What follows belongs to an exercise in optimizing a design on an open flow for small area, a short achievable clock period and few clock cycles per item; a production flow would make more cautious choices.
No functional check of the RTL was part of any run shown here.
Power and IR drop assume default switching activity.

## flow/run.sh

```bash
#!/bin/bash
# synth_recipe.tcl (not shown) runs the flow's synth.tcl, then flattens the netlist and writes it again
# the make line also repeats each setting of config.mk as NAME=value (left out here)
make -C /OpenROAD-flow-scripts/flow DESIGN_CONFIG=/design/flow/config.mk WORK_HOME=/design/flow/orfs CLKGATE_MAP_FILE= SYNTH_SCRIPT=/design/flow/synth_recipe.tcl finish
```

## flow/config.mk

```make
export PLATFORM = sky130hd
export DESIGN_NAME = boreal_ledger
export DESIGN_NICKNAME = boreal_ledger
export VERILOG_FILES = /design/flow/design.v
export SDC_FILE = /design/flow/constraint.sdc
export NUM_CORES = 4
export LEC_CHECK = 0
export CAP_MARGIN = 20
export CORE_MARGIN = 2
export CORE_UTILIZATION = 40
export SLEW_MARGIN = 20
```

## flow/constraint.sdc

```tcl
create_clock -name core_clock -period 5.0 [get_ports {clk}]
set_input_delay 1.0000 -clock core_clock [delete_from_list [all_inputs] [get_ports {clk}]]
set_output_delay 1.0000 -clock core_clock [all_outputs]
set_load 0.01 [all_outputs]
```

## flow/design.v

```verilog
package boreal_ledger_pkg;
  localparam logic [31:0] LEDGER_CHAIN_SEED = 32'hB0EA_1000;
  typedef logic [0:0] rd_state_t;
  localparam rd_state_t R_IDLE    = 1'b0;
  localparam rd_state_t R_PRESENT = 1'b1;
  localparam int CHAIN_LSB     = 0;
  localparam int COMMITTED_BIT = 32;
  localparam int POLICY_LSB    = 33;
  localparam int NONCE_LSB     = 65;
  localparam int OPCODE_LSB    = 97;
  localparam int SEQ_LSB       = 129;
  localparam int ENTRY_W       = 161;
  function automatic logic [31:0] ledger_chain_mix(
    input logic [31:0] chain,
    input logic [31:0] seq,
    input logic [31:0] opcode,
    input logic [31:0] nonce,
    input logic [31:0] policy_hash,
    input logic        committed
  );
    ledger_chain_mix = {chain[26:0], chain[31:27]} ^ seq ^ opcode ^ nonce ^ policy_hash
           ^ {31'b0, committed};
  endfunction
endpackage
import boreal_ledger_pkg::*;
module boreal_ledger_mem
#(
  parameter int NS = 15,
  parameter int FW = 97
) (
  input  logic          clk,
  input  logic [NS-1:0] we,
  input  logic [FW-1:0] wr_data,
  input  logic [NS-1:0] rd_sel,
  output logic [FW-1:0] rd_data
);
  logic [FW-1:0] mem [NS];
  always_ff @(posedge clk) begin
    for (int i = 0; i < NS; i++) begin
      if (we[i]) begin
        mem[i] <= wr_data;
      end
    end
  end
  always_comb begin
    rd_data = '0;
    for (int i = 0; i < NS; i++) begin
      rd_data = rd_data | (mem[i] & {FW{rd_sel[i]}});
    end
  end
endmodule
import boreal_ledger_pkg::*;
module boreal_ledger
#(
  parameter int DEPTH = 16,
  parameter int AW    = $clog2(DEPTH)
) (
  input  logic          clk,
  input  logic          rst,
  input  logic          ledger_wr_en,
  input  logic [31:0]   wr_opcode,
  input  logic [31:0]   wr_nonce,
  input  logic          wr_committed,
  input  logic [31:0]   wr_policy_hash,
  input  logic          rd_ready,
  output logic          rd_valid,
  output logic [31:0]   rd_seq,
  output logic [31:0]   rd_opcode,
  output logic [31:0]   rd_nonce,
  output logic [31:0]   rd_policy_hash,
  output logic          rd_committed,
  output logic [31:0]   rd_chain,
  output logic [AW:0]   ledger_count,
  output logic          ledger_full,
  output logic          overflow,
  output logic [15:0]   drop_count,
  output logic [31:0]   chain_head
);
  localparam int NS = DEPTH - 1;    
  localparam int FW = 97;           
  logic [31:0]   seq_ctr;
  logic          cnt_ge2;           
  logic [NS-1:0] wr_oh;             
  logic [NS-1:0] rd_oh;             
  logic          pop;
  logic          wr_accept;
  logic          in_to_head;
  logic          ring_to_head;
  logic [31:0]   chain_next;
  logic [31:0]   seq_inc;
  logic [31:0]   ring_chain;
  logic [AW:0]   count_next;
  logic [NS-1:0] ring_we;
  logic [FW-1:0] wr_fields;
  logic [FW-1:0] rg_fields;
  assign pop = rd_valid && rd_ready;
  assign wr_accept = ledger_wr_en && (!ledger_full || rd_ready);
  assign ring_to_head = rd_ready && cnt_ge2;
  assign in_to_head   = !rd_valid || (rd_ready && !cnt_ge2);
  assign chain_next = boreal_ledger_pkg::ledger_chain_mix(chain_head, seq_ctr, wr_opcode,
                                       wr_nonce, wr_policy_hash,
                                       wr_committed);
  assign wr_fields = {wr_opcode, wr_nonce, wr_policy_hash, wr_committed};
  assign ring_we = wr_oh & {NS{!ledger_full || rd_ready}};
  boreal_ledger_mem #(
    .NS (NS),
    .FW (FW)
  ) u_mem (
    .clk     (clk),
    .we      (ring_we),
    .wr_data (wr_fields),
    .rd_sel  (rd_oh),
    .rd_data (rg_fields)
  );
  assign seq_inc    = rd_seq + 32'd1;
  assign ring_chain = boreal_ledger_pkg::ledger_chain_mix(rd_chain, seq_inc, rg_fields[96:65],
                                       rg_fields[64:33], rg_fields[32:1],
                                       rg_fields[0]);
  always_comb begin
    case ({wr_accept, pop})
      2'b10:   count_next = ledger_count + 1'b1;
      2'b01:   count_next = ledger_count - 1'b1;
      default: count_next = ledger_count;
    endcase
  end
  always_ff @(posedge clk) begin
    if (rst) begin
      seq_ctr      <= '0;
      chain_head   <= LEDGER_CHAIN_SEED;
      ledger_count <= '0;
      ledger_full  <= 1'b0;
      rd_valid     <= 1'b0;
      cnt_ge2      <= 1'b0;
      overflow     <= 1'b0;
      drop_count   <= '0;
      rd_seq       <= '0;
      wr_oh        <= NS'(1);
      rd_oh        <= NS'(1);
    end else begin
      if (wr_accept) begin
        seq_ctr    <= seq_ctr + 32'd1;
        chain_head <= chain_next;
      end else if (ledger_wr_en) begin
        overflow <= 1'b1;
        if (drop_count != 16'hFFFF) begin
          drop_count <= drop_count + 16'd1;
        end
      end
      if (wr_accept && !in_to_head) begin
        wr_oh <= {wr_oh[NS-2:0], wr_oh[NS-1]};
      end
      if (ring_to_head) begin
        rd_oh <= {rd_oh[NS-2:0], rd_oh[NS-1]};
      end
      if (pop) begin
        rd_seq <= seq_inc;
      end
      ledger_count <= count_next;
      ledger_full  <= (count_next == 5'd16);
      rd_valid     <= (count_next != '0);
      cnt_ge2      <= (count_next[AW:1] != '0);
    end
  end
  always_ff @(posedge clk) begin
    if (ring_to_head) begin
      {rd_opcode, rd_nonce, rd_policy_hash, rd_committed} <= rg_fields;
      rd_chain <= ring_chain;
    end else if (in_to_head) begin
      {rd_opcode, rd_nonce, rd_policy_hash, rd_committed} <= wr_fields;
      rd_chain <= chain_next;
    end
  end
endmodule
```

==> impl_metrics.env, run 1 <==
export IMPL_postCtsSetupBuffers=0
export IMPL_netlist_instances=4087
export IMPL_core_area_sq_um=163000
export IMPL_yosys_area_top_type="edfxtp_1"
export IMPL_r2r_setup_slack_ns=1.60
export IMPL_antenna_left=0
export IMPL_drt_iter0_markers=5186
export IMPL_clock_sinks=1735
export IMPL_first_pass_iters=6
export IMPL_switching_power_uw=9240
export IMPL_vias=39900
export IMPL_worst_slack_ns=1.60
export IMPL_synth_top_family_by_area="compound AO/OA/AOI/OAI gates"
export IMPL_wl_per_cell_um=30.8
export IMPL_hold_ws_ns=0.471
export IMPL_cts_buffer_depth=3
export IMPL_die_area_sq_um=167000
export IMPL_p_leak_uw=0.0252
export IMPL_h_tree_depth=4
export IMPL_drc=0
export IMPL_antenna_found_initial=20
export IMPL_drive_above_1_share_pct=9.55
export IMPL_area_growth_pct=18.0
export IMPL_cp_max_fo=41
export IMPL_grt_pass1_wl_um=294000
export IMPL_final_util_pct=47.5
export IMPL_drv_slew=0
export IMPL_clk_pin_slew_worst_paths_ns=0.06
export IMPL_status="no timing/DRC/antenna violations"
export IMPL_synthXorXnorAreaFrac_pct=4.80
export IMPL_start_util_pct=40.3
export IMPL_synth_fa_ha_area_share_pct=0.164
export IMPL_swShare_pct=26.3
export IMPL_clockRootBuffer="clkbuf_16"
export IMPL_ys_types=54
export IMPL_netlist_top_cells_count="edfxtp_1 (1584), a22oi_1 (516), nand2_1 (339), xnor2_1 (279), nor2_1 (180)"
export IMPL_fp_dieH_um=409
export IMPL_syn_area_sq_um=65500
export IMPL_pre_cts_ws_ns=0.852
export IMPL_synth_area_leaders="edfxtp_1 (73%), a22oi_1 (5.9%), dfxtp_1 (4.6%)"
export IMPL_p_comb_share_pct=14.8
export IMPL_seqPwrFrac_pct=49.2
export IMPL_worstMarginPinSlew_ns=1.05
export IMPL_fp_dieW_um=409
export IMPL_layout_nets=4592
export IMPL_design_portCount=318
export IMPL_syn_num_nets=4196
export IMPL_hp_class="register to register"
export IMPL_fin_setup_tns_ns=0
export IMPL_synth_top_cell_area_share_pct=72.7
export IMPL_tritoncts="done"
export IMPL_routed_wirelength_um=210000
export IMPL_start_kind="register"
export IMPL_grt_overflow_total=0
export IMPL_synth_ff_type="edfxtp_1"
export IMPL_synth_compound_area_share_pct=9.81
export IMPL_power_density_nw_per_um2=455
export IMPL_ys_seq_area_share_pct=77.3
export IMPL_crit_path_end_kind="register"
export IMPL_slew_headroom_pct=29.7
export IMPL_num_rows=148
export IMPL_cp_data_required_time_ns=5.53
export IMPL_grt_pass1_vias=38700
export IMPL_port_buffers=317
export IMPL_cp_arrival_ns=3.93
export IMPL_dp_cells=6483
export IMPL_skew_ns=0.0337
export IMPL_gp_congestion=0.827
export IMPL_period_needed_ns=3.40
export IMPL_post_cts_resized=0
export IMPL_synth_simple_area_share_pct=6.02
export IMPL_avgSynthCellArea_sq_um=16.0
export IMPL_vdd_drop_max_mv=0.372
export IMPL_clockPowerShare_pct=36.0
export IMPL_cts_hold_buf=0
export IMPL_grt_use_total_pct=24.6
export IMPL_intPower_uw=25900
export IMPL_rsz0062_at_grt="false"
export IMPL_timing_fmax_ghz=0.294
export IMPL_async_flop_share_pct=0
export IMPL_yosysMostFrequentCell="edfxtp_1"
export IMPL_synth_enable_flop_cells=1584
export IMPL_fin_crit_sh_pct=68.0
export IMPL_cts_buffers=173
export IMPL_synth_mux_area_share_pct=0.323
export IMPL_crit_type="register to register"
export IMPL_maxCapViolCount=0
export IMPL_yosys_warnings=3
export IMPL_final_cells=6806
export IMPL_viasPerCell=5.86
export IMPL_clk_latency_ns=0.81
export IMPL_grt_start_max_net_pins=98
export IMPL_hold_violations=0
export IMPL_ys_ff_latch=1735
export IMPL_dp_hpwl_um=121000
export IMPL_setup_violations=0
[registers in the layout, indices dropped and copies added, names as in the netlist, 5 cells and up]
| name | cells |
|---|---|
| rd_oh | 15 |
| wr_oh | 15 |
| rd_policy_hash | 32 |
| u_mem.mem | 1455 |
| rd_opcode | 32 |
| chain_head | 32 |
| rd_seq | 32 |
| rd_chain | 32 |
| ledger_count | 5 |
| seq_ctr | 32 |
| rd_nonce | 32 |
| drop_count | 16 |
[final cells by class]
class | count | area (sq um)
inverters | 8 | 30.0
multi-input cells | 2111 | 13900
clock inverters | 110 | 872
fillers | 14100 | 85300
repair buffers | 454 | 4550
flip-flops and latches | 1735 | 50600
diodes | 4 | 10.0
clock buffers | 209 | 4560
well taps | 2175 | 2720
[per-layer routing]
layer / global-route usage (%) / routed length, um
met5: 0 / 95
met4: 8.63 / 7420
met2: 40.0 / 100000
met1: 33.1 / 82800
met3: 4.68 / 19200
[path summary, 6_finish.rpt]
path,from,to,cells after the start
worst max-delay path,rd_oh[8],rd_chain[23],8
worst min-delay path,overflow,overflow,2
worst max register to register,rd_oh[8],rd_chain[23],8
worst min register to register,overflow,overflow,2
[cell usage in the layout (no fill, tap or decap), drive strengths merged, types with 52 or more instances in the layout]
| cell type | netlist | layout |
|---|---|---|
| clkinv | 0 | 87 |
| xnor2 | 279 | 279 |
| a22oi | 516 | 516 |
| nand3 | 166 | 166 |
| dfxtp | 151 | 151 |
| xor2 | 80 | 80 |
| clkbuf | 120 | 209 |
| o21ai | 131 | 131 |
| clkdlybuf4s50 | 0 | 316 |
| buf | 112 | 138 |
| a21oi | 52 | 52 |
| nor2 | 182 | 182 |
| nor3 | 53 | 53 |
| edfxtp | 1584 | 1584 |
| nand2 | 339 | 339 |
| a222oi | 97 | 97 |
[per-stage QoR]
step                      power (uW)  instance area [sq um]
after floorplan                19900                  65500
after global placement         22800                  71800
after detailed placement       22800                  71800
after CTS                      35300                  77300
after global routing           36200                  77300
final                          35100                  77300
[cell families after synthesis]
family                   Yosys count
AO/OA/AOI/OAI                    871
multiplexers                      21
flip-flops                      1735
adder cells (fa/ha/maj)            8
AND/OR/NAND/NOR                  852
buffers and inverters            241
XOR/XNOR                         359
[worst max-delay path, stage by stage (launching register included)]
cell      delay, ns
dfxtp_4        0.59
buf_4          0.35
a222oi_1       0.34
nand3_1        0.12
nor3_1         0.44
xor2_1         0.77
xnor2_1        0.22
xnor2_1        0.18
o21ai_0        0.08
[power groups by stage]
stage	logic, uW	registers (uW)	clock network (uW)
3_5_place_dp	5240	17600	0
4_1_cts	5260	17300	12800
6_report	5210	17300	12600
3_3_place_gp	5220	17600	0
5_1_grt	5520	17300	13300
2_1_floorplan	2370	17500	0
==> inputs of run 2 (changes only) <==
--- a/flow/design.v
+++ b/flow/design.v
@@ -80,15 +80,23 @@
   localparam int FW = 97;           
   logic [31:0]   seq_ctr;
-  logic          cnt_ge2;           
+  logic          ring_any;          
   logic [NS-1:0] wr_oh;             
   logic [NS-1:0] rd_oh;             
   logic          pop;
   logic          wr_accept;
-  logic          in_to_head;
-  logic          ring_to_head;
+  logic          head_load;
   logic [31:0]   chain_next;
   logic [31:0]   seq_inc;
   logic [31:0]   ring_chain;
   logic [AW:0]   count_next;
+  logic          ring_any_next;
+  logic          valid_next;
+  logic          full_next;
+  logic          cnt_up;
+  logic          cnt_dn;
+  logic          ring_up;
+  logic          ring_dn;
+  logic [AW-1:0] ring_cnt;          
+  logic [AW-1:0] ring_cnt_next;
   logic [NS-1:0] ring_we;
   logic [FW-1:0] wr_fields;
@@ -96,6 +104,5 @@
   assign pop = rd_valid && rd_ready;
   assign wr_accept = ledger_wr_en && (!ledger_full || rd_ready);
-  assign ring_to_head = rd_ready && cnt_ge2;
-  assign in_to_head   = !rd_valid || (rd_ready && !cnt_ge2);
+  assign head_load = ring_any && (!rd_valid || rd_ready);
   assign chain_next = boreal_ledger_pkg::ledger_chain_mix(chain_head, seq_ctr, wr_opcode,
                                        wr_nonce, wr_policy_hash,
@@ -117,11 +124,16 @@
                                        rg_fields[64:33], rg_fields[32:1],
                                        rg_fields[0]);
-  always_comb begin
-    case ({wr_accept, pop})
-      2'b10:   count_next = ledger_count + 1'b1;
-      2'b01:   count_next = ledger_count - 1'b1;
-      default: count_next = ledger_count;
-    endcase
-  end
+  assign cnt_up  = wr_accept && !pop;
+  assign cnt_dn  = pop && !wr_accept;
+  assign count_next = cnt_up ? ledger_count + 1'b1 :
+                      cnt_dn ? ledger_count - 1'b1 : ledger_count;
+  assign full_next  = cnt_up ? (ledger_count == 5'd15) :
+                      cnt_dn ? 1'b0 : ledger_full;
+  assign valid_next = head_load || (rd_valid && !rd_ready);
+  assign ring_up  = wr_accept && !head_load;
+  assign ring_dn  = head_load && !wr_accept;
+  assign ring_cnt_next = ring_up ? ring_cnt + 1'b1 :
+                         ring_dn ? ring_cnt - 1'b1 : ring_cnt;
+  assign ring_any_next = wr_accept || ring_cnt[AW-1:1] != '0 || (ring_cnt[0] && !head_load);
   always_ff @(posedge clk) begin
     if (rst) begin
@@ -131,8 +143,10 @@
       ledger_full  <= 1'b0;
       rd_valid     <= 1'b0;
-      cnt_ge2      <= 1'b0;
+      ring_any     <= 1'b0;
+      ring_cnt     <= '0;
       overflow     <= 1'b0;
       drop_count   <= '0;
-      rd_seq       <= '0;
+      rd_seq       <= '1;
+      rd_chain     <= LEDGER_CHAIN_SEED;
       wr_oh        <= NS'(1);
       rd_oh        <= NS'(1);
@@ -141,4 +155,5 @@
         seq_ctr    <= seq_ctr + 32'd1;
         chain_head <= chain_next;
+        wr_oh      <= {wr_oh[NS-2:0], wr_oh[NS-1]};
       end else if (ledger_wr_en) begin
         overflow <= 1'b1;
@@ -147,26 +162,19 @@
         end
       end
-      if (wr_accept && !in_to_head) begin
-        wr_oh <= {wr_oh[NS-2:0], wr_oh[NS-1]};
-      end
-      if (ring_to_head) begin
-        rd_oh <= {rd_oh[NS-2:0], rd_oh[NS-1]};
-      end
-      if (pop) begin
-        rd_seq <= seq_inc;
+      if (head_load) begin
+        rd_oh    <= {rd_oh[NS-2:0], rd_oh[NS-1]};
+        rd_seq   <= seq_inc;
+        rd_chain <= ring_chain;
       end
       ledger_count <= count_next;
-      ledger_full  <= (count_next == 5'd16);
-      rd_valid     <= (count_next != '0);
-      cnt_ge2      <= (count_next[AW:1] != '0);
+      ledger_full  <= full_next;
+      rd_valid     <= valid_next;
+      ring_any     <= ring_any_next;
+      ring_cnt     <= ring_cnt_next;
     end
   end
   always_ff @(posedge clk) begin
-    if (ring_to_head) begin
+    if (head_load) begin
       {rd_opcode, rd_nonce, rd_policy_hash, rd_committed} <= rg_fields;
-      rd_chain <= ring_chain;
-    end else if (in_to_head) begin
-      {rd_opcode, rd_nonce, rd_policy_hash, rd_committed} <= wr_fields;
-      rd_chain <= chain_next;
     end
   end
--- a/flow/config.mk
+++ b/flow/config.mk
@@ -8,4 +8,5 @@
 export CAP_MARGIN = 20
 export CORE_MARGIN = 2
-export CORE_UTILIZATION = 40
+export CORE_UTILIZATION = 60
+export SETUP_SLACK_MARGIN = 2.8
 export SLEW_MARGIN = 20
==> impl_metrics.env, run 2 <==
export IMPL_drive_above_1_share_pct=30.2
export IMPL_ys_types=63
export IMPL_multi_input_area_sq_um=14800
export IMPL_cp_max_fo=10
export IMPL_p_leak_uw=0.0279
export IMPL_grt_overflow_total=0
export IMPL_synth_ff_type="edfxtp_1"
export IMPL_vias=42700
export IMPL_timing_fmax_ghz=0.385
export IMPL_start_util_pct=60.6
export IMPL_yosysMostFrequentCell="edfxtp_1"
export IMPL_largest_register_ffs=1455
export IMPL_slew_headroom_pct=25.2
export IMPL_status="no timing/DRC/antenna violations"
export IMPL_crit_type="register to register"
export IMPL_r2r_end="rd_chain[18]"
export IMPL_cts_buffer_depth=3
export IMPL_start_kind="register"
export IMPL_final_common_cell="edfxtp_1"
export IMPL_rsz0062_at_grt="true"
export IMPL_ys_ff_latch=1739
export IMPL_wl_per_cell_um=35.9
export IMPL_startpoint="rd_oh[4]"
export IMPL_path_depth=9
export IMPL_crit_slowest_cell="dfxtp_4"
export IMPL_synth_enable_flop_cells=1552
export IMPL_yosys_area_top_type="edfxtp_1"
export IMPL_hold_ws_ns=0.491
export IMPL_antenna_found_initial=18
export IMPL_synth_area_leaders="edfxtp_1 (72%), dfxtp_1 (5.8%), a22oi_1 (4.5%)"
export IMPL_crit_path_end_kind="register"
export IMPL_netlist_top_cells_count="edfxtp_1 (1552), a22oi_1 (390), xnor2_1 (220), dfxtp_1 (187), nand2_1 (156)"
export IMPL_area_growth_pct=26.9
export IMPL_antenna_left=0
export IMPL_yosys_warnings=3
export IMPL_grt_pass1_wl_um=308000
export IMPL_hold_violations=0
export IMPL_period_needed_ns=2.60
export IMPL_routed_wirelength_um=224000
export IMPL_worstMarginPinSlew_ns=1.11
export IMPL_grt_start_max_net_pins=102
export IMPL_fp_dieW_um=333
export IMPL_grt_use_total_pct=39.7
export IMPL_cp_data_required_time_ns=5.68
export IMPL_layout_common_cells="edfxtp_1 (1552), buf_4 (432), a22oi_1 (377)"
export IMPL_clk_pin_slew_worst_paths_ns=0.07
export IMPL_cpPeakStageDelay_ns=0.43
export IMPL_cp_top_family="XOR/XNOR gates"
export IMPL_layout_nets=4799
export IMPL_hp_class="register to register"
export IMPL_syn_area_sq_um=64900
export IMPL_viasPerCell=6.84
export IMPL_fp_dieH_um=333
export IMPL_largest_register="u_mem.mem"
export IMPL_fill_cells=6159
export IMPL_tritoncts="done"
export IMPL_gp_congestion=0.866
export IMPL_grt_pass1_vias=40600
export IMPL_avgSynthCellArea_sq_um=17.2
export IMPL_power_density_nw_per_um2=478
export IMPL_drc=0
export IMPL_clockRootBuffer="clkbuf_16"
export IMPL_fin_crit_sh_pct=52.0
export IMPL_drv_slew=0
export IMPL_vdd_drop_max_mv=0.291
export IMPL_clk_latency_ns=0.80
export IMPL_design_portCount=318
export IMPL_path_cells="buf_16 -> buf_4 -> a222oi_1 -> and3_1 -> nand4_1 -> xor2_2 -> xnor2_2 -> xor2_1 -> a22o_1"
export IMPL_seq_area_sq_um=50800
export IMPL_crit_buf_inv=2
export IMPL_cp_arrival_ns=3.29
export IMPL_cts_buffers=170
export IMPL_core_area_sq_um=107000
export IMPL_netlist_instances=3779
export IMPL_syn_num_nets=3892
export IMPL_ys_seq_area_share_pct=77.5
export IMPL_r2r_setup_slack_ns=2.40
export IMPL_clock_sinks=1739
export IMPL_cts_hold_buf=0
export IMPL_async_flop_share_pct=0
export IMPL_fin_setup_tns_ns=0
export IMPL_timing_rr_start="rd_oh[4]"
export IMPL_first_pass_iters=9
export IMPL_synth_top_cell_area_share_pct=71.8
export IMPL_setup_violations=0
export IMPL_dp_hpwl_um=114000
export IMPL_critPathCapture="rd_chain[18]"
export IMPL_maxCapViolCount=0
export IMPL_h_tree_depth=4
export IMPL_port_buffers=317
export IMPL_num_rows=120
export IMPL_reg2reg_depth=9
export IMPL_drt_iter0_markers=7101
export IMPL_skew_ns=0.0285
export IMPL_die_area_sq_um=111000
run 2: cell families (layout without fill, tap and decap cells):
family / Yosys count / in the layout / share of synthesized area [%]
fa+ha+maj: 12 / 12 / 0.254
other cells: 0 / 10 / 0
flops: 1739 / 1739 / 77.5
mux: 3 / 3 / 0.0462
buf+inv: 229 / 1264 / 2.09
simple gates: 631 / 647 / 5.33
compound gates: 830 / 830 / 10.1
xor+xnor: 335 / 335 / 4.65
run 2: worst reg2reg max path: stages (launching register included):
cell and delay, ns:
dfxtp_4 0.43, buf_16 0.19, buf_4 0.18, a222oi_1 0.34
and3_1 0.24, nand4_1 0.18, xor2_2 0.24, xnor2_2 0.36
xor2_1 0.11, a22o_1 0.22
run 2: report_power, final:
part           switching (uW)  internal [uW]  leakage, uW
sequential                476          16700       0.0157
clock                    5450           7150      0.00265
combinational            5420           4290      0.00953
run 2: layer usage:
metal | wire [um] | global-route usage, %
met3 | 28100 | 9.59
met5 | 61 | 0
met4 | 15100 | 22.2
met2 | 101000 | 60.1
met1 | 79600 | 53.4
run 2: worst min-delay path by stage:
stage,end,startpoint,depth (start not counted),slack [ns]
2_1_floorplan,wr_oh[1],wr_oh[0],2,0.44
3_3_place_gp,wr_oh[7],wr_oh[6],2,0.45
3_5_place_dp,wr_oh[6],wr_oh[5],2,0.46
4_1_cts,wr_oh[12],wr_oh[11],2,0.48
5_1_grt,wr_oh[11],wr_oh[11],2,0.52
6_report,wr_oh[12],wr_oh[11],2,0.49
run 2: final cells by class:
| type | instances | share of cell area, % |
|---|---|---|
| Sequential cell | 1739 | 61.6 |
| Multi-Input combinational cell | 1827 | 18.0 |
| Timing Repair Buffer | 933 | 11.5 |
| Clock buffer | 219 | 5.40 |
| Tap cell | 1403 | 2.13 |
| Clock inverter | 97 | 1.20 |
| Inverter | 13 | 0.0911 |
| Antenna cell | 10 | 0.0304 |
| Timing Repair inverter | 2 | 0.0212 |
run 2: what timing repair did:
action	4_1_cts	5_1_grt
resized for setup	1427	163
pin swaps	182	151
buffers inserted	385	88
endpoints found under the setup margin	1550	308
gates cloned	30	6
run 2: metrics by stage:
step	util (%)	worst slack [ns]	cell area [sq um]	instances	power [uW]
5_1_grt	76.9	2.40	82400	6237	40500
3_3_place_gp	65.4	1.07	70100	5408	24600
2_1_floorplan	-	2.20	65200	3779	21400
4_1_cts	75.4	2.44	80900	6139	38700
6_report	76.9	2.40	82400	6243	39400
3_5_place_dp	65.4	1.09	70100	5408	24700
==> inputs of run 3 (changes only) <==
--- a/flow/config.mk
+++ b/flow/config.mk
@@ -8,5 +8,5 @@
 export CAP_MARGIN = 20
 export CORE_MARGIN = 2
-export CORE_UTILIZATION = 60
-export SETUP_SLACK_MARGIN = 2.8
+export CORE_UTILIZATION = 40
+export SETUP_SLACK_MARGIN = 2.5
 export SLEW_MARGIN = 20
==> impl_metrics.env, run 3 <==
export IMPL_port_buffers=317
export IMPL_rsz0062_at_grt="true"
export IMPL_largest_register="u_mem.mem"
export IMPL_drive_above_1_share_pct=21.8
export IMPL_num_rows=147
export IMPL_netlist_top_cells_count="edfxtp_1 (1552), a22oi_1 (390), xnor2_1 (220), dfxtp_1 (187), nand2_1 (156)"
export IMPL_power_density_nw_per_um2=476
export IMPL_post_dp_cell_area_sq_um=70800
export IMPL_final_common_cell="edfxtp_1"
export IMPL_period_needed_ns=2.56
export IMPL_hp_class="register to register"
export IMPL_synth_fa_ha_area_share_pct=0.254
export IMPL_drv_slew=0
export IMPL_ys_types=63
export IMPL_clk_latency_ns=0.83
export IMPL_area_growth_pct=22.7
export IMPL_clock_sinks=1739
export IMPL_hold_ws_ns=0.474
export IMPL_synth_ff_type="edfxtp_1"
export IMPL_design_portCount=318
export IMPL_yosysMostFrequentCell="edfxtp_1"
export IMPL_layout_nets=4527
export IMPL_p_leak_uw=0.0257
export IMPL_dp_hpwl_um=119000
export IMPL_tritoncts="done"
export IMPL_crit_path_end_kind="register"
export IMPL_synth_top_cell_area_share_pct=71.8
export IMPL_clk_pin_slew_worst_paths_ns=0.07
export IMPL_crit_slowest_cell="dfxtp_4"
export IMPL_cts_buffer_depth=3
export IMPL_drc=0
export IMPL_synth_area_leaders="edfxtp_1 (72%), dfxtp_1 (5.8%), a22oi_1 (4.5%)"
export IMPL_gp_congestion=0.824
export IMPL_antenna_found_initial=28
export IMPL_skew_ns=0.0343
export IMPL_start_kind="register"
export IMPL_maxCapViolCount=0
export IMPL_worstMarginPinSlew_ns=1.04
export IMPL_slew_headroom_pct=30.8
export IMPL_die_area_sq_um=166000
export IMPL_layout_common_cells="edfxtp_1 (1552), a22oi_1 (389), buf_4 (252)"
export IMPL_grt_start_max_net_pins=115
export IMPL_fp_dieW_um=407
export IMPL_synth_top_family_by_area="compound AO/OA/AOI/OAI gates"
export IMPL_grt_pass1_wl_um=302000
export IMPL_yosys_warnings=3
export IMPL_synthXorXnorAreaFrac_pct=4.65
export IMPL_fin_setup_tns_ns=0
export IMPL_vdd_drop_max_mv=0.431
export IMPL_final_util_pct=49.5
export IMPL_synth_compound_area_share_pct=10.1
export IMPL_largest_register_ffs=1455
export IMPL_h_tree_depth=4
export IMPL_antenna_left=0
export IMPL_cp_top_family="XOR/XNOR gates"
export IMPL_netlist_instances=3779
export IMPL_setup_violations=0
export IMPL_cp_arrival_ns=3.28
export IMPL_viasPerCell=6.01
export IMPL_design_area_sq_um=79700
export IMPL_drt_iter0_markers=6124
export IMPL_clockRootBuffer="clkbuf_16"
export IMPL_start_util_pct=40.4
export IMPL_synth_simple_area_share_pct=5.33
export IMPL_synth_enable_flop_cells=1552
export IMPL_avgSynthCellArea_sq_um=17.2
export IMPL_wl_per_cell_um=33.2
export IMPL_synth_mux_area_share_pct=0.0462
export IMPL_cp_data_required_time_ns=5.71
export IMPL_hold_violations=0
export IMPL_cts_buffers=173
export IMPL_fp_dieH_um=407
export IMPL_dp_cells=6139
export IMPL_syn_num_nets=3892
export IMPL_ys_seq_area_share_pct=77.5
export IMPL_vias=40400
export IMPL_final_cells=6725
export IMPL_timing_fmax_ghz=0.390
export IMPL_grt_pass1_vias=37800
export IMPL_grt_overflow_total=0
export IMPL_path_cells="buf_12 -> a222oi_1 -> and3_1 -> nand4_1 -> xor2_2 -> xnor2_2 -> xor2_1 -> a22o_1"
export IMPL_async_flop_share_pct=0
export IMPL_yosys_area_top_type="edfxtp_1"
export IMPL_crit_type="register to register"
export IMPL_status="no timing/DRC/antenna violations"
export IMPL_cpPeakStageDelay_ns=0.43
export IMPL_crit_buf_inv=1
export IMPL_core_area_sq_um=161000
export IMPL_grt_use_total_pct=26.2
export IMPL_syn_area_sq_um=64900
export IMPL_first_pass_iters=9
export IMPL_ys_ff_latch=1739
export IMPL_cp_max_fo=11
export IMPL_fin_crit_sh_pct=51.3
export IMPL_routed_wirelength_um=223000
## run 3: cell counts after synthesis
No cell type changed its count.
## run 3: cells by family after synthesis
kind of cell | count (synthesis)
muxes | 3
AOI/OAI and AO/OA | 830
buffers and inverters | 229
xor gates and xnor gates | 335
and+or+nand+nor | 631
DFF | 1739
adders and majority gates | 12
## run 3: final timing paths
path / startpoint / endpoint / slack, ns / depth (start not counted)
hold reg to reg: wr_oh[6] / wr_oh[7] / 0.47 / 2
hold / removal: wr_oh[6] / wr_oh[7] / 0.47 / 2
setup / recovery: rd_oh[10] / rd_chain[24] / 2.44 / 8
setup reg to reg: rd_oh[10] / rd_chain[24] / 2.44 / 8
## run 3: layer usage
metal  vias to the layer above  GRT usage [%]  part of all wire, %
met5                         -              0                0.064
met4                        24           9.97                  3.5
met3                       375           6.59                   12
met2                      2445           40.4                   46
met1                     21000           35.8                   39
li1                      16500              -                    -
## run 3: worst reg2reg max path, stage by stage, from the launching register on
cell and delay, ns:
dfxtp_4 0.43, buf_12 0.19, a222oi_1 0.37, and3_1 0.22, nand4_1 0.24, xor2_2 0.25, xnor2_2 0.39, xor2_1 0.15
a22o_1 0.22
## run 3: power breakdown
group	internal, uW	leakage (uW)	switching [uW]	total [uW]
clock	6670	0.00252	5550	12200
sequential	16700	0.0157	670	17300
combinational	3480	0.00745	4860	8350
total	26800	0.0257	11100	37900
## run 3: stage by stage
step | power (uW) | setup WS, ns
after floorplan | 21300 | 2.20
after global placement | 24600 | 1.09
after detailed placement | 24700 | 1.10
after CTS | 37600 | 2.40
after global routing | 39000 | 2.38
final | 37900 | 2.44
## run 3: final cells by class
cell class | instances | area (sq um)
timing repair buffer | 674 | 6760
sequential | 1739 | 50700
multi-input combinational | 1811 | 14200
inverter | 13 | 80.1
tap | 2160 | 2700
clock buffer | 230 | 4630
timing repair inverter | 2 | 17.5
clock inverter | 82 | 553
antenna | 14 | 35.0
fill | 13400 | 81200
## run 3: what timing repair did
item / CTS / global route
hold buffers: 0 / 0
cloned: 2 / 4
endpoints found under the setup margin: 432 / 52
pin swaps: 67 / 107
buffers inserted: 203 / 51
resized for setup: 913 / 77
==> inputs of run 4 (changes only) <==
--- a/flow/design.v
+++ b/flow/design.v
@@ -77,19 +77,21 @@
   output logic [31:0]   chain_head
 );
-  localparam int NS = DEPTH - 1;    
+  localparam int NS = DEPTH - 2;    
   localparam int FW = 97;           
   logic [31:0]   seq_ctr;
-  logic          ring_any;          
   logic [NS-1:0] wr_oh;             
   logic [NS-1:0] rd_oh;             
+  logic [AW-1:0] ring_cnt;          
+  logic          ring_any;          
+  logic          nx_valid;          
+  logic [FW-1:0] nx_fields;
   logic          pop;
   logic          wr_accept;
   logic          head_load;
+  logic          nx_load;
   logic [31:0]   chain_next;
   logic [31:0]   seq_inc;
-  logic [31:0]   ring_chain;
+  logic [31:0]   head_chain;
   logic [AW:0]   count_next;
-  logic          ring_any_next;
-  logic          valid_next;
   logic          full_next;
   logic          cnt_up;
@@ -97,6 +99,6 @@
   logic          ring_up;
   logic          ring_dn;
-  logic [AW-1:0] ring_cnt;          
   logic [AW-1:0] ring_cnt_next;
+  logic          ring_any_next;
   logic [NS-1:0] ring_we;
   logic [FW-1:0] wr_fields;
@@ -104,5 +106,6 @@
   assign pop = rd_valid && rd_ready;
   assign wr_accept = ledger_wr_en && (!ledger_full || rd_ready);
-  assign head_load = ring_any && (!rd_valid || rd_ready);
+  assign head_load = nx_valid && (!rd_valid || rd_ready);
+  assign nx_load   = ring_any && (!nx_valid || head_load);
   assign chain_next = boreal_ledger_pkg::ledger_chain_mix(chain_head, seq_ctr, wr_opcode,
                                        wr_nonce, wr_policy_hash,
@@ -121,7 +124,7 @@
   );
   assign seq_inc    = rd_seq + 32'd1;
-  assign ring_chain = boreal_ledger_pkg::ledger_chain_mix(rd_chain, seq_inc, rg_fields[96:65],
-                                       rg_fields[64:33], rg_fields[32:1],
-                                       rg_fields[0]);
+  assign head_chain = boreal_ledger_pkg::ledger_chain_mix(rd_chain, seq_inc, nx_fields[96:65],
+                                       nx_fields[64:33], nx_fields[32:1],
+                                       nx_fields[0]);
   assign cnt_up  = wr_accept && !pop;
   assign cnt_dn  = pop && !wr_accept;
@@ -130,10 +133,9 @@
   assign full_next  = cnt_up ? (ledger_count == 5'd15) :
                       cnt_dn ? 1'b0 : ledger_full;
-  assign valid_next = head_load || (rd_valid && !rd_ready);
-  assign ring_up  = wr_accept && !head_load;
-  assign ring_dn  = head_load && !wr_accept;
+  assign ring_up  = wr_accept && !nx_load;
+  assign ring_dn  = nx_load && !wr_accept;
   assign ring_cnt_next = ring_up ? ring_cnt + 1'b1 :
                          ring_dn ? ring_cnt - 1'b1 : ring_cnt;
-  assign ring_any_next = wr_accept || ring_cnt[AW-1:1] != '0 || (ring_cnt[0] && !head_load);
+  assign ring_any_next = wr_accept || ring_cnt[AW-1:1] != '0 || (ring_cnt[0] && !nx_load);
   always_ff @(posedge clk) begin
     if (rst) begin
@@ -143,4 +145,5 @@
       ledger_full  <= 1'b0;
       rd_valid     <= 1'b0;
+      nx_valid     <= 1'b0;
       ring_any     <= 1'b0;
       ring_cnt     <= '0;
@@ -162,12 +165,15 @@
         end
       end
+      if (nx_load) begin
+        rd_oh <= {rd_oh[NS-2:0], rd_oh[NS-1]};
+      end
       if (head_load) begin
-        rd_oh    <= {rd_oh[NS-2:0], rd_oh[NS-1]};
         rd_seq   <= seq_inc;
-        rd_chain <= ring_chain;
+        rd_chain <= head_chain;
       end
       ledger_count <= count_next;
       ledger_full  <= full_next;
-      rd_valid     <= valid_next;
+      rd_valid     <= head_load || (rd_valid && !rd_ready);
+      nx_valid     <= nx_load || (nx_valid && !head_load);
       ring_any     <= ring_any_next;
       ring_cnt     <= ring_cnt_next;
@@ -175,6 +181,9 @@
   end
   always_ff @(posedge clk) begin
+    if (nx_load) begin
+      nx_fields <= rg_fields;
+    end
     if (head_load) begin
-      {rd_opcode, rd_nonce, rd_policy_hash, rd_committed} <= rg_fields;
+      {rd_opcode, rd_nonce, rd_policy_hash, rd_committed} <= nx_fields;
     end
   end
--- a/flow/config.mk
+++ b/flow/config.mk
@@ -9,4 +9,4 @@
 export CORE_MARGIN = 2
 export CORE_UTILIZATION = 40
-export SETUP_SLACK_MARGIN = 2.5
+export SETUP_SLACK_MARGIN = 2.7
 export SLEW_MARGIN = 20
==> impl_metrics.env, run 4 <==
export IMPL_avgSynthCellArea_sq_um=16.7
export IMPL_layout_common_cells="edfxtp_1 (1552), a22oi_1 (388), nand2_1 (275)"
export IMPL_synth_top_cell_area_share_pct=72.7
export IMPL_hp_start="overflow"
export IMPL_synth_area_leaders="edfxtp_1 (73%), dfxtp_1 (5.8%), a22oi_1 (4.5%)"
export IMPL_clk_latency_ns=0.82
export IMPL_path_cells="buf_2"
export IMPL_area_growth_pct=21.2
export IMPL_cp_max_fo=1
export IMPL_slew_headroom_pct=32.1
export IMPL_gp_congestion=0.853
export IMPL_p_leak_uw=0.0252
export IMPL_layout_nets=4460
export IMPL_fp_dieW_um=404
export IMPL_wl_per_cell_um=32.2
export IMPL_start_kind="register"
export IMPL_core_area_sq_um=159000
export IMPL_port_buffers=317
export IMPL_grt_use_total_pct=24.9
export IMPL_tritoncts="done"
export IMPL_h_tree_depth=4
export IMPL_netlist_top_cells_count="edfxtp_1 (1552), a22oi_1 (388), nand2_1 (277), xnor2_1 (259), a221oi_1 (194)"
export IMPL_vdd_drop_max_mv=0.323
export IMPL_cts_buffers=172
export IMPL_antenna_found_initial=30
export IMPL_grt_overflow_total=0
export IMPL_fin_setup_tns_ns=0
export IMPL_cpPeakStageDelay_ns=0.47
export IMPL_yosysMostFrequentCell="edfxtp_1"
export IMPL_cp_top_family="flip-flops"
export IMPL_crit_type="register to output pin"
export IMPL_clock_sinks=1738
export IMPL_crit_buf_inv=1
export IMPL_cts_buffer_depth=3
export IMPL_first_pass_iters=6
export IMPL_rsz0062_at_grt="true"
export IMPL_vias=39200
export IMPL_grt_pass1_wl_um=287000
export IMPL_hp_class="register to register"
export IMPL_synth_ff_type="edfxtp_1"
export IMPL_die_area_sq_um=163000
export IMPL_cp_arrival_ns=1.43
export IMPL_setup_violations=0
export IMPL_reg2reg_depth=6
export IMPL_status="no timing/DRC/antenna violations"
export IMPL_worstMarginPinSlew_ns=1.02
export IMPL_grt_start_max_net_pins=109
export IMPL_yosys_warnings=3
export IMPL_antenna_left=0
export IMPL_syn_num_nets=3944
export IMPL_netlist_instances=3831
export IMPL_timing_fmax_ghz=0.411
export IMPL_total_power_uw=36200
export IMPL_ys_ff_latch=1738
export IMPL_crit_slowest_cell="edfxtp_1"
export IMPL_start_util_pct=40.4
export IMPL_ys_seq_area_share_pct=78.5
export IMPL_clk_pin_slew_worst_paths_ns=0.06
export IMPL_syn_area_sq_um=64100
export IMPL_routed_wirelength_um=211000
export IMPL_dp_hpwl_um=118000
export IMPL_yosys_area_top_type="edfxtp_1"
export IMPL_drt_iter0_markers=4931
export IMPL_power_density_nw_per_um2=466
export IMPL_timing_rr_start="ledger_full"
export IMPL_maxCapViolCount=0
export IMPL_ys_types=55
export IMPL_fp_dieH_um=404
export IMPL_skew_ns=0.0425
export IMPL_drc=0
export IMPL_crit_path_end_kind="output pin"
export IMPL_hold_violations=0
export IMPL_drv_slew=0
export IMPL_largest_register="u_mem.mem"
export IMPL_synth_enable_flop_cells=1552
export IMPL_async_flop_share_pct=0
export IMPL_hold_depth=2
export IMPL_clockRootBuffer="clkbuf_16"
export IMPL_cts_hold_buf=0
export IMPL_drive_above_1_share_pct=20.3
export IMPL_r2r_setup_slack_ns=2.64
export IMPL_num_rows=146
export IMPL_fin_crit_sh_pct=48.7
export IMPL_reg_largest_list="u_mem.mem: 1358 flops, nx_fields: 97 flops"
export IMPL_design_portCount=318
export IMPL_period_needed_ns=2.43
export IMPL_viasPerCell=5.98
export IMPL_largest_register_ffs=1358
export IMPL_grt_pass1_vias=37100
export IMPL_hold_end="overflow"
export IMPL_cp_data_required_time_ns=4.00
export IMPL_final_common_cell="edfxtp_1"
export IMPL_r2r_end="u_mem.mem[7][71]"
## run 4: changes by cell type after synthesis, sizes merged, moves of 93 or more
cell    before  now
nand2      160  277
a222oi      97    0
buf        175   33
and3       110   17
a221oi      96  194
clkbuf      41  182
## run 4: layout make-up
class,instances,area [sq um]
antenna,7,17.5
clock buffer,220,4610
clock inverter,94,941
fill,13200,81100
inverter,18,87.6
multi-input combinational,1861,13200
sequential,1738,50700
tap,2072,2590
timing repair buffer,556,5470
## run 4: cells by family after synthesis
| kind of cell | count (synthesis) | share of synthesized area, % |
|---|---|---|
| AO/OA/AOI/OAI | 817 | 9.74 |
| XOR/XNOR | 327 | 4.47 |
| adder cells (fa/ha/maj) | 12 | 0.258 |
| buffers and inverters | 233 | 1.40 |
| flip-flops | 1738 | 78.5 |
| multiplexers | 5 | 0.0781 |
| AND/OR/NAND/NOR | 699 | 5.52 |
## run 4: worst max-delay path by stage
stage | cells after the start | end | slack [ns] | startpoint
3_5_place_dp | 12 | ledger_count[4] | 1.31 | rd_ready
2_1_floorplan | 13 | ledger_count[4] | 2.10 | rd_ready
5_1_grt | 1 | rd_opcode[4] | 2.52 | rd_opcode[4]
3_3_place_gp | 12 | ledger_count[4] | 1.32 | rd_ready
6_report | 1 | rd_opcode[4] | 2.57 | rd_opcode[4]
4_1_cts | 1 | chain_head[20] | 2.44 | chain_head[20]
## run 4: power breakdown
group	internal (uW)	switching, uW	total, uW
Clock	7310	5530	12800
Sequential	16800	750	17500
Combinational	2390	3440	5830
## run 4: metrics by stage
stage	util (%)	hold WS, ns	worst slack (ns)	cells	cell area (sq um)
final	48.9	0.444	2.57	6566	77700
after global routing	48.9	0.486	2.52	6562	77600
after CTS	48.6	0.445	2.44	6533	77100
after detailed placement	44.2	0.442	1.31	6087	70200
after global placement	44.2	0.440	1.32	6087	70200
after floorplan	-	0.445	2.10	3831	64300
## run 4: repair_timing
action	4_1_cts	5_1_grt
setup endpoints to repair	1505	227
gates cloned	1	5
gates resized for setup	1220	32
buffers inserted	131	21
pin swaps	3	14
## run 4: metal layers
layer	vias to the layer above	track usage, %	wire length [um]
li1	16300	-	-
met1	20400	33.7	83500
met2	2102	38.8	97300
met3	371	5.72	20900
met4	32	10.3	9180
met5	-	0	190
==> inputs of run 5 (changes only) <==
--- a/flow/design.v
+++ b/flow/design.v
@@ -94,4 +94,9 @@
   logic [31:0]   head_chain;
   logic [AW:0]   count_next;
+  logic [AW:0]   count_inc;
+  logic [AW:0]   count_dec;
+  logic [AW-1:0] ring_inc;
+  logic [AW-1:0] ring_dec;
+  logic          c_all1, c_all0, r_all1, r_all0;
   logic          full_next;
   logic          cnt_up;
@@ -127,14 +132,30 @@
                                        nx_fields[64:33], nx_fields[32:1],
                                        nx_fields[0]);
+  always_comb begin
+    c_all1 = 1'b1;
+    c_all0 = 1'b1;
+    for (int i = 0; i <= AW; i++) begin
+      count_inc[i] = ledger_count[i] ^ c_all1;
+      count_dec[i] = ledger_count[i] ^ c_all0;
+      c_all1 = c_all1 & ledger_count[i];
+      c_all0 = c_all0 & !ledger_count[i];
+    end
+    r_all1 = 1'b1;
+    r_all0 = 1'b1;
+    for (int i = 0; i < AW; i++) begin
+      ring_inc[i] = ring_cnt[i] ^ r_all1;
+      ring_dec[i] = ring_cnt[i] ^ r_all0;
+      r_all1 = r_all1 & ring_cnt[i];
+      r_all0 = r_all0 & !ring_cnt[i];
+    end
+  end
   assign cnt_up  = wr_accept && !pop;
   assign cnt_dn  = pop && !wr_accept;
-  assign count_next = cnt_up ? ledger_count + 1'b1 :
-                      cnt_dn ? ledger_count - 1'b1 : ledger_count;
+  assign count_next = cnt_up ? count_inc : cnt_dn ? count_dec : ledger_count;
   assign full_next  = cnt_up ? (ledger_count == 5'd15) :
                       cnt_dn ? 1'b0 : ledger_full;
   assign ring_up  = wr_accept && !nx_load;
   assign ring_dn  = nx_load && !wr_accept;
-  assign ring_cnt_next = ring_up ? ring_cnt + 1'b1 :
-                         ring_dn ? ring_cnt - 1'b1 : ring_cnt;
+  assign ring_cnt_next = ring_up ? ring_inc : ring_dn ? ring_dec : ring_cnt;
   assign ring_any_next = wr_accept || ring_cnt[AW-1:1] != '0 || (ring_cnt[0] && !nx_load);
   always_ff @(posedge clk) begin
@@ -184,5 +205,9 @@
       nx_fields <= rg_fields;
     end
-    if (head_load) begin
+  end
+  always_ff @(posedge clk) begin
+    if (rst) begin
+      {rd_opcode, rd_nonce, rd_policy_hash, rd_committed} <= '0;
+    end else if (head_load) begin
       {rd_opcode, rd_nonce, rd_policy_hash, rd_committed} <= nx_fields;
     end
--- a/flow/config.mk
+++ b/flow/config.mk
@@ -9,4 +9,6 @@
 export CORE_MARGIN = 2
 export CORE_UTILIZATION = 40
-export SETUP_SLACK_MARGIN = 2.7
+export CTS_CLUSTER_DIAMETER = 100
+export CTS_CLUSTER_SIZE = 25
+export SETUP_SLACK_MARGIN = 2.8
 export SLEW_MARGIN = 20
==> impl_metrics.env, run 5 <==
export IMPL_first_pass_iters=6
export IMPL_ys_types=51
export IMPL_netlist_instances=4156
export IMPL_period_needed_ns=2.33
export IMPL_tritoncts="done"
export IMPL_fp_dieH_um=405
export IMPL_maxCapViolCount=0
export IMPL_rsz0062_at_grt="true"
export IMPL_crit_slowest_cell="nand4_1"
export IMPL_area_growth_pct=19.6
export IMPL_syn_area_sq_um=64300
export IMPL_h_tree_depth=3
export IMPL_start_util_pct=40.2
export IMPL_netlist_top_cells_count="edfxtp_1 (1455), nand2_1 (466), a22oi_1 (388), dfxtp_1 (283), xnor2_1 (255)"
export IMPL_routed_wirelength_um=221000
export IMPL_dp_cells=6487
export IMPL_cts_buffers=80
export IMPL_synth_top_cell_area_share_pct=67.9
export IMPL_gp_congestion=0.859
export IMPL_hp_class="register to register"
export IMPL_grt_use_total_pct=25.9
export IMPL_cp_top_family="simple AND/OR/NAND/NOR gates"
export IMPL_fin_setup_tns_ns=0
export IMPL_port_buffers=317
export IMPL_core_area_sq_um=160000
export IMPL_fp_dieW_um=405
export IMPL_layout_common_cells="edfxtp_1 (1455), nand2_1 (459), a22oi_1 (362)"
export IMPL_largest_register="u_mem.mem"
export IMPL_power_density_nw_per_um2=400
export IMPL_crit_buf_inv=1
export IMPL_status="no timing/DRC/antenna violations"
export IMPL_vias=40900
export IMPL_final_cells=6860
export IMPL_grt_start_max_net_pins=159
export IMPL_cp_arrival_ns=2.59
export IMPL_synth_area_leaders="edfxtp_1 (68%), dfxtp_1 (8.8%), a22oi_1 (4.5%)"
export IMPL_pre_cts_ws_ns=1.33
export IMPL_grt_pass1_vias=37700
export IMPL_grt_pass1_wl_um=300000
export IMPL_clk_latency_ns=0.73
export IMPL_drv_slew=0
export IMPL_cpPeakStageDelay_ns=0.52
export IMPL_worstMarginPinSlew_ns=1.03
export IMPL_skew_ns=0.0363
export IMPL_synth_ff_type="edfxtp_1"
export IMPL_crit_path_end_kind="register"
export IMPL_clock_sinks=1738
export IMPL_cts_buffer_depth=3
export IMPL_synth_enable_flop_cells=1455
export IMPL_yosys_area_top_type="edfxtp_1"
export IMPL_clockRootBuffer="clkbuf_16"
export IMPL_yosys_warnings=3
export IMPL_cp_data_required_time_ns=5.26
export IMPL_vdd_drop_max_mv=0.289
export IMPL_drt_iter0_markers=6066
export IMPL_drc=0
export IMPL_wl_per_cell_um=32.3
export IMPL_grt_overflow_total=0
export IMPL_largest_register_ffs=1358
export IMPL_fin_crit_sh_pct=46.5
export IMPL_avgSynthCellArea_sq_um=15.5
export IMPL_worst_slack_ns=2.67
export IMPL_ys_ff_latch=1738
export IMPL_start_kind="register"
export IMPL_slew_headroom_pct=31.5
export IMPL_clk_pin_slew_worst_paths_ns=0.10
export IMPL_design_portCount=318
export IMPL_async_flop_share_pct=0
export IMPL_cp_max_fo=23
export IMPL_cts_hold_buf=0
export IMPL_path_cells="buf_12 -> a22oi_1 -> nand2_1 -> a221oi_1 -> nand4_1"
export IMPL_dp_hpwl_um=129000
export IMPL_drive_above_1_share_pct=22.1
export IMPL_die_area_sq_um=164000
export IMPL_setup_violations=0
export IMPL_num_rows=147
export IMPL_reg_largest_list="u_mem.mem: 1358 flops, nx_fields: 97 flops"
export IMPL_antenna_found_initial=23
export IMPL_yosysMostFrequentCell="edfxtp_1"
export IMPL_final_common_cell="edfxtp_1"
export IMPL_crit_type="register to register"
export IMPL_hold_violations=0
export IMPL_viasPerCell=5.96
export IMPL_antenna_left=0
export IMPL_p_leak_uw=0.0251
export IMPL_ys_seq_area_share_pct=76.7
export IMPL_layout_nets=4757
export IMPL_syn_num_nets=4262
export IMPL_timing_fmax_ghz=0.430
[run 5: cell count changes after synthesis, moves of 10 or more]
cell / previous run / this run
clkbuf_1: 181 / 215
dfxtp_1: 186 / 283
nand2_1: 277 / 466
or3_1: 11 / 21
a211oi_1: 11 / 23
buf_2: 16 / 5
edfxtp_1: 1552 / 1455
a21oi_1: 81 / 178
[run 5: logic make-up after synthesis]
logic type / count (synthesis) / share of synthesized area [%]
adder cells (fa/ha/maj): 5 / 0.0972
AND/OR/NAND/NOR: 907 / 6.66
buffers and inverters: 263 / 1.61
AO/OA/AOI/OAI: 922 / 10.5
XOR/XNOR: 319 / 4.36
multiplexers: 2 / 0.0311
flip-flops: 1738 / 76.7
[run 5: stage by stage]
| stage | area [sq um] | total power, uW | hold slack [ns] | util, % |
|---|---|---|---|---|
| floorplan | 64500 | 20100 | 0.443 | - |
| global placement | 70600 | 22600 | 0.447 | 44.0 |
| detailed placement | 70600 | 22600 | 0.448 | 44.0 |
| CTS | 75900 | 30600 | 0.460 | 47.4 |
| global route | 77000 | 31700 | 0.482 | 48.0 |
| finish | 77000 | 30800 | 0.466 | 48.0 |
[run 5: cell type report]
cell class | count | area, sq um
inverter | 13 | 77.6
timing repair buffer | 652 | 6960
clock inverter | 6 | 62.6
timing repair inverter | 1 | 16.3
fill | 13600 | 83200
multi-input combinational | 2165 | 15000
sequential | 1738 | 49900
clock buffer | 120 | 2270
tap | 2160 | 2700
antenna | 5 | 12.5
[run 5: worst paths after layout]
kind / startpoint / to / slack (ns) / cells after the start
max: rd_oh[2] / nx_fields[42] / 2.67 / 5
min: rd_opcode[29] / rd_opcode[29] / 0.47 / 2
max reg2reg: rd_oh[2] / nx_fields[42] / 2.67 / 5
min reg2reg: rd_opcode[29] / rd_opcode[29] / 0.47 / 2
[run 5: power breakdown]
part,internal (uW),switching (uW),leakage (uW)
logic,2440,3570,0.00826
registers,16500,636,0.0157
clock network,3190,4480,0.00112
total,22100,8680,0.0251
[run 5: per-layer routing]
metal  routed length [um]  GRT usage (%)  vias up
li1                     -              -    17200
met1                87400           36.5    21100
met2               101000           40.2     2396
met3                26300           6.27      260
met4                 6860           7.31       20
met5                  138              0        -
[run 5: worst register-to-register path, stage by stage (launching register included)]
cell and delay, ns:
dfxtp_4 0.45, buf_12 0.20, a22oi_1 0.24, nand2_1 0.10, a221oi_1 0.36, nand4_1 0.52
[run 5: what timing repair did]
item | in CTS | in global routing
setup endpoints to repair | 1727 | 468
pin swaps | 31 | 40
buffers inserted | 192 | 34
resized for setup | 1494 | 120
gates cloned | 7 | 9
==> inputs of run 6 (changes only) <==
--- a/flow/config.mk
+++ b/flow/config.mk
@@ -9,6 +9,6 @@
 export CORE_MARGIN = 2
 export CORE_UTILIZATION = 40
-export CTS_CLUSTER_DIAMETER = 100
-export CTS_CLUSTER_SIZE = 25
-export SETUP_SLACK_MARGIN = 2.8
+export CTS_CLUSTER_DIAMETER = 80
+export CTS_CLUSTER_SIZE = 30
+export SETUP_SLACK_MARGIN = 2.7
 export SLEW_MARGIN = 20
==> impl_metrics.env, run 6 <==
export IMPL_status="no timing/DRC/antenna violations"
export IMPL_port_buffers=317
export IMPL_p_leak_uw=0.0244
export IMPL_gp_congestion=0.854
export IMPL_dp_hpwl_um=124000
export IMPL_fp_dieH_um=405
export IMPL_crit_type="register to register"
export IMPL_clockRootBuffer="clkbuf_16"
export IMPL_grt_pass1_vias=36900
export IMPL_synth_enable_flop_cells=1455
export IMPL_multi_input_area_sq_um=14400
export IMPL_crit_slowest_cell="dfxtp_4"
export IMPL_synth_area_leaders="edfxtp_1 (68%), dfxtp_1 (8.8%), a22oi_1 (4.5%)"
export IMPL_total_power_uw=31000
export IMPL_num_rows=147
export IMPL_hold_ws_ns=0.454
export IMPL_reg_largest_list="u_mem.mem: 1358 flops, nx_fields: 97 flops"
export IMPL_drt_iter0_markers=5921
export IMPL_netlist_top_cells_count="edfxtp_1 (1455), nand2_1 (466), a22oi_1 (388), dfxtp_1 (283), xnor2_1 (255)"
export IMPL_seq_area_sq_um=49900
export IMPL_ys_ff_latch=1738
export IMPL_post_dp_cell_area_sq_um=70500
export IMPL_clock_sinks=1738
export IMPL_design_portCount=318
export IMPL_avgSynthCellArea_sq_um=15.5
export IMPL_synth_ff_type="edfxtp_1"
export IMPL_rsz0062_at_grt="true"
export IMPL_crit_path_end_kind="register"
export IMPL_grt_overflow_total=0
export IMPL_start_util_pct=40.2
export IMPL_skew_ns=0.0515
export IMPL_vias=40500
export IMPL_antenna_left=0
export IMPL_antenna_found_initial=38
export IMPL_largest_register="u_mem.mem"
export IMPL_fp_dieW_um=405
export IMPL_design_area_sq_um=75100
export IMPL_area_growth_pct=16.7
export IMPL_power_density_nw_per_um2=412
export IMPL_cp_data_required_time_ns=5.38
export IMPL_worst_slack_ns=2.66
export IMPL_h_tree_depth=3
export IMPL_path_cells="buf_12 -> a22o_1 -> a221oi_1 -> nand4_1"
export IMPL_yosys_warnings=3
export IMPL_grt_use_total_pct=25.5
export IMPL_layout_nets=4701
export IMPL_cpPeakStageDelay_ns=0.50
export IMPL_cp_arrival_ns=2.72
export IMPL_grt_start_max_net_pins=136
export IMPL_syn_num_nets=4262
export IMPL_cp_max_fo=45
export IMPL_tritoncts="done"
export IMPL_crit_buf_inv=1
export IMPL_cts_buffers=82
export IMPL_fill_cells=13800
export IMPL_largest_register_ffs=1358
export IMPL_viasPerCell=5.95
export IMPL_syn_area_sq_um=64300
export IMPL_fin_setup_tns_ns=0
export IMPL_die_area_sq_um=164000
export IMPL_slew_headroom_pct=39.1
export IMPL_clk_pin_slew_worst_paths_ns=0.12
export IMPL_ys_types=51
export IMPL_worstMarginPinSlew_ns=0.913
export IMPL_cp_top_family="compound AO/OA/AOI/OAI gates"
export IMPL_fin_crit_sh_pct=46.8
export IMPL_pre_cts_ws_ns=1.12
export IMPL_start_kind="register"
export IMPL_ys_seq_area_share_pct=76.7
export IMPL_final_common_cell="edfxtp_1"
export IMPL_yosysMostFrequentCell="edfxtp_1"
export IMPL_cts_buffer_depth=3
export IMPL_wl_per_cell_um=31.8
export IMPL_first_pass_iters=5
export IMPL_layout_common_cells="edfxtp_1 (1455), nand2_1 (462), a22oi_1 (382)"
export IMPL_maxCapViolCount=0
export IMPL_setup_violations=0
export IMPL_hp_class="register to register"
export IMPL_timing_fmax_ghz=0.428
export IMPL_yosys_area_top_type="edfxtp_1"
export IMPL_synth_top_cell_area_share_pct=67.9
export IMPL_vdd_drop_max_mv=0.288
export IMPL_period_needed_ns=2.34
export IMPL_async_flop_share_pct=0
export IMPL_drive_above_1_share_pct=20.2
export IMPL_drc=0
export IMPL_netlist_instances=4156
export IMPL_drv_slew=0
export IMPL_routed_wirelength_um=217000
export IMPL_clk_latency_ns=0.76
export IMPL_grt_pass1_wl_um=294000
export IMPL_hold_violations=0
export IMPL_core_area_sq_um=160000
export IMPL_cts_hold_buf=0
run 6: changes by cell type in the layout (fill, tap and decap cells not counted), moves of 20 or more:
cell / delta
clkbuf_1: -27
a221oi_1: +30
buf_2: +195
a22oi_1: +20
buf_6: -210
a221oi_2: -24
buf_4: -38
a22oi_2: -20
run 6: logic make-up after synthesis:
| group | after synthesis | share of synthesized area (%) |
|---|---|---|
| AOI/OAI and AO/OA | 922 | 10.5 |
| xor gates and xnor gates | 319 | 4.36 |
| muxes | 2 | 0.0311 |
| buffers and inverters | 263 | 1.61 |
| DFF | 1738 | 76.7 |
| and+or+nand+nor | 907 | 6.66 |
| adders and majority gates | 5 | 0.0972 |
run 6: path summary, 6_finish.rpt:
path                            cells past startpoint            end          from  slack [ns]
worst min-delay path                                2   rd_nonce[31]  rd_nonce[31]        0.45
worst min register to register                      2   rd_nonce[31]  rd_nonce[31]        0.45
worst max-delay path                                4  nx_fields[12]      rd_oh[6]        2.66
worst max register to register                      4  nx_fields[12]      rd_oh[6]        2.66
run 6: layer usage:
metal	track usage, %	routed length (um)	vias up
li1	-	-	17100
met1	36.1	85500	20900
met2	40.3	100000	2292
met3	4.82	24200	274
met4	6.87	7050	28
met5	0	193	-
run 6: worst min-delay path, cell delays in order, from the launching register on:
cell and delay [ns]:
dfxtp_2 0.32, nand2_1 0.05, a21oi_1 0.05
run 6: timing repair:
| item | CTS | global route |
|---|---|---|
| endpoints found under the setup margin | 1526 | 48 |
| hold endpoints to repair | 0 | 0 |
| resized for setup | 1226 | 42 |
| cloned | 10 | 5 |
| pin swaps | 18 | 13 |
| setup buffers | 162 | 24 |
run 6: area by class of cell:
type / count / share of cell area (%)
flip-flops and latches: 1738 / 66.4
multi-input cells: 2162 / 19.2
repair buffers: 598 / 7.02
well taps: 2160 / 3.60
clock buffers: 91 / 2.82
clock inverters: 46 / 0.873
inverters: 13 / 0.0750
diodes: 4 / 0.0133
run 6: where the power goes:
group          internal, uW  total [uW]  switching, uW
registers             16500       17100            575
clock network          3410        8340           4930
logic                  2090        5570           3490
run 6: through the flow:
step                utilization, %  instances
CTS                           46.5       6779
global route                  46.9       6810
detailed placement            44.0       6470
finish                        46.9       6812
floorplan                        -       4156
global placement              44.0       6470
==> inputs of run 7 (changes only) <==
--- a/flow/design.v
+++ b/flow/design.v
@@ -79,5 +79,6 @@
   localparam int NS = DEPTH - 2;    
   localparam int FW = 97;           
-  logic [31:0]   seq_ctr;
+  logic [31:0]   seq_ctr;           
+  logic [AW:0]   queued;            
   logic [NS-1:0] wr_oh;             
   logic [NS-1:0] rd_oh;             
@@ -113,4 +114,6 @@
   assign head_load = nx_valid && (!rd_valid || rd_ready);
   assign nx_load   = ring_any && (!nx_valid || head_load);
+  assign queued  = {1'b0, ring_cnt} + {{AW{1'b0}}, nx_valid} + 1'b1;
+  assign seq_ctr = rd_seq + {{(31-AW){1'b0}}, queued};
   assign chain_next = boreal_ledger_pkg::ledger_chain_mix(chain_head, seq_ctr, wr_opcode,
                                        wr_nonce, wr_policy_hash,
@@ -161,5 +164,4 @@
   always_ff @(posedge clk) begin
     if (rst) begin
-      seq_ctr      <= '0;
       chain_head   <= LEDGER_CHAIN_SEED;
       ledger_count <= '0;
@@ -177,5 +179,4 @@
     end else begin
       if (wr_accept) begin
-        seq_ctr    <= seq_ctr + 32'd1;
         chain_head <= chain_next;
         wr_oh      <= {wr_oh[NS-2:0], wr_oh[NS-1]};
==> impl_metrics.env, run 7 <==
export IMPL_status="no timing/DRC/antenna violations"
export IMPL_rsz0062_at_grt="true"
export IMPL_hold_violations=0
export IMPL_clock_sinks=1706
export IMPL_route_met3_wl_um=29100
export IMPL_largest_register_ffs=1358
export IMPL_wl_per_cell_um=33.6
export IMPL_layout_common_cells="edfxtp_1 (1455), nand2_1 (388), a22oi_1 (388)"
export IMPL_yosysMostFrequentCell="edfxtp_1"
export IMPL_fill_cells=13600
export IMPL_grt_start_max_net_pins=121
export IMPL_netlist_instances=4050
export IMPL_top_layer="met5"
export IMPL_synth_compound_area_share_pct=10.8
export IMPL_synth_ff_type="edfxtp_1"
export IMPL_largest_register="u_mem.mem"
export IMPL_cts_buffer_depth=3
export IMPL_path_cells="inv_6 -> ha_4 -> inv_4 -> ha_4 -> inv_2 -> fa_2 -> nor2b_4 -> buf_4 -> o2111ai_4 -> buf_12 -> a2111oi_4 -> xnor2_1 -> a21oi_1"
export IMPL_hold_depth=2
export IMPL_cp_arrival_ns=3.17
export IMPL_cp_data_required_time_ns=5.60
export IMPL_met1Wirelength_um=86800
export IMPL_clockRootBuffer="clkbuf_16"
export IMPL_slew_headroom_pct=32.9
export IMPL_drt_iter0_markers=5808
export IMPL_viasPerCell=6.08
export IMPL_drive_above_1_share_pct=21.7
export IMPL_fp_dieH_um=403
export IMPL_grt_use_total_pct=26.2
export IMPL_avgSynthCellArea_sq_um=15.7
export IMPL_hold_end="rd_policy_hash[10]"
export IMPL_crit_type="register to register"
export IMPL_worstMarginPinSlew_ns=1.01
export IMPL_setup_violations=0
export IMPL_vias=40300
export IMPL_period_needed_ns=2.57
export IMPL_antenna_left=0
export IMPL_gp_congestion=0.913
export IMPL_cpPeakStageDelay_ns=0.38
export IMPL_grt_pass1_vias=37600
export IMPL_drc=0
export IMPL_start_kind="register"
export IMPL_ys_seq_area_share_pct=76.5
export IMPL_yosys_area_top_type="edfxtp_1"
export IMPL_maxCapViolCount=0
export IMPL_r2r_setup_slack_ns=2.43
export IMPL_fin_setup_tns_ns=0
export IMPL_clk_latency_ns=0.74
export IMPL_hp_start="rd_policy_hash[10]"
export IMPL_grt_overflow_total=0
export IMPL_crit_path_end_kind="register"
export IMPL_vdd_drop_max_mv=0.280
export IMPL_syn_area_sq_um=63700
export IMPL_dp_hpwl_um=128000
export IMPL_synth_simple_area_share_pct=5.89
export IMPL_cts_buffers=84
export IMPL_power_density_nw_per_um2=467
export IMPL_layout_nets=4587
export IMPL_clk_pin_slew_worst_paths_ns=0.11
export IMPL_synth_top_cell_area_share_pct=68.6
export IMPL_num_rows=146
export IMPL_timing_fmax_ghz=0.389
export IMPL_first_pass_iters=5
export IMPL_grt_pass1_wl_um=299000
export IMPL_final_cells=6621
export IMPL_ys_ff_latch=1706
export IMPL_reg_largest_list="u_mem.mem: 1358 flops, nx_fields: 97 flops"
export IMPL_tritoncts="done"
export IMPL_timing_rr_start="nx_valid"
export IMPL_h_tree_depth=3
export IMPL_p_leak_uw=0.0244
-- run 7: cell types whose count changed in the layout (fill, tap and decap cells not counted), sizes merged, moves of 11 or more --
| cell | previous run | this run |
|---|---|---|
| nand2 | 468 | 394 |
| xnor2 | 255 | 297 |
| clkdlybuf4s50 | 95 | 60 |
| dfxtp | 283 | 251 |
| nor2 | 104 | 80 |
| nand2b | 3 | 26 |
| a21oi | 178 | 157 |
| a211oi | 23 | 42 |
| dlymetal6s2s | 1 | 20 |
| nand3b | 27 | 8 |
| dlygate4sd2 | 1 | 17 |
| or3 | 22 | 9 |
| and3 | 17 | 5 |
| nand4 | 133 | 122 |
-- run 7: final cells by class --
class	count	area (sq um)	share of cell area, %
clock buffers	97	2250	3.00
repair buffers	590	5040	6.74
inverters	10	57.6	0.0770
well taps	2072	2590	3.47
clock inverters	54	751	1.00
flip-flops and latches	1706	49300	65.9
diodes	12	30.0	0.0401
multi-input cells	2080	14800	19.8
-- run 7: power breakdown --
group          total [uW]  switching, uW  internal (uW)  leakage, uW
Sequential          17400           1070          16400       0.0154
Combinational        8810           4990           3820      0.00754
Clock                8700           4950           3750      0.00146
-- run 7: worst max-delay path, delay by kind of cell (launching register included) --
kind            cells  cell delay [ns]
fa+ha+maj           3             0.70
flops               1             0.38
buf+inv             5             0.44
compound gates      3             0.58
xor+xnor            1             0.16
simple gates        1             0.14
-- run 7: metal layers --
metal  vias up  GRT usage (%)
met5         -              0
met4        34           7.76
met3       347           8.87
met2      2343           40.0
met1     20800           35.5
li1      16700              -
-- run 7: logic make-up after synthesis --
| family | count (synthesis) |
|---|---|
| DFF | 1706 |
| AOI/OAI and AO/OA | 921 |
| and+or+nand+nor | 784 |
| xor gates and xnor gates | 352 |
| buffers and inverters | 270 |
| adders and majority gates | 14 |
| muxes | 3 |
-- run 7: what timing repair did --
| action | 4_1_cts | 5_1_grt |
|---|---|---|
| resized for setup | 1276 | 92 |
| endpoints found under the hold margin | 0 | 0 |
| endpoints found under the setup margin | 1296 | 118 |
| hold buffers | 0 | 0 |
| cloned | 8 | 2 |
| buffers inserted | 152 | 26 |
| pin swaps | 32 | 33 |
-- run 7: worst max-delay path by stage --
stage | from | endpoint | slack (ns) | cells after the start
after floorplan | rd_ready | ledger_count[4] | 2.29 | 11
after global placement | rd_ready | chain_head[21] | 1.07 | 9
after CTS | nx_valid | chain_head[16] | 2.45 | 11
after detailed placement | rd_ready | chain_head[21] | 1.05 | 9
after global routing | nx_valid | chain_head[22] | 2.36 | 13
final | nx_valid | chain_head[22] | 2.43 | 13
-- run 7: metrics by stage --
stage / hold slack [ns] / instance area, sq um / total power (uW) / util [%] / worst slack (ns)
after floorplan: 0.445 / 64000 / 21700 / - / 2.29
final: 0.456 / 74800 / 34900 / 47.3 / 2.43
after CTS: 0.457 / 74100 / 34300 / 46.8 / 2.45
after detailed placement: 0.448 / 69800 / 25000 / 44.1 / 1.05
after global routing: 0.470 / 74800 / 36000 / 47.3 / 2.36
after global placement: 0.443 / 69800 / 24900 / 44.1 / 1.07

Setup slack of run 7, layout unchanged: 2.428 ns with ideal ports, 2.428 ns with driving cells assumed (clock clkbuf_16, inputs buf_2), 1.749 ns with port delays also shifted by the 0.810 ns mid clock arrival.
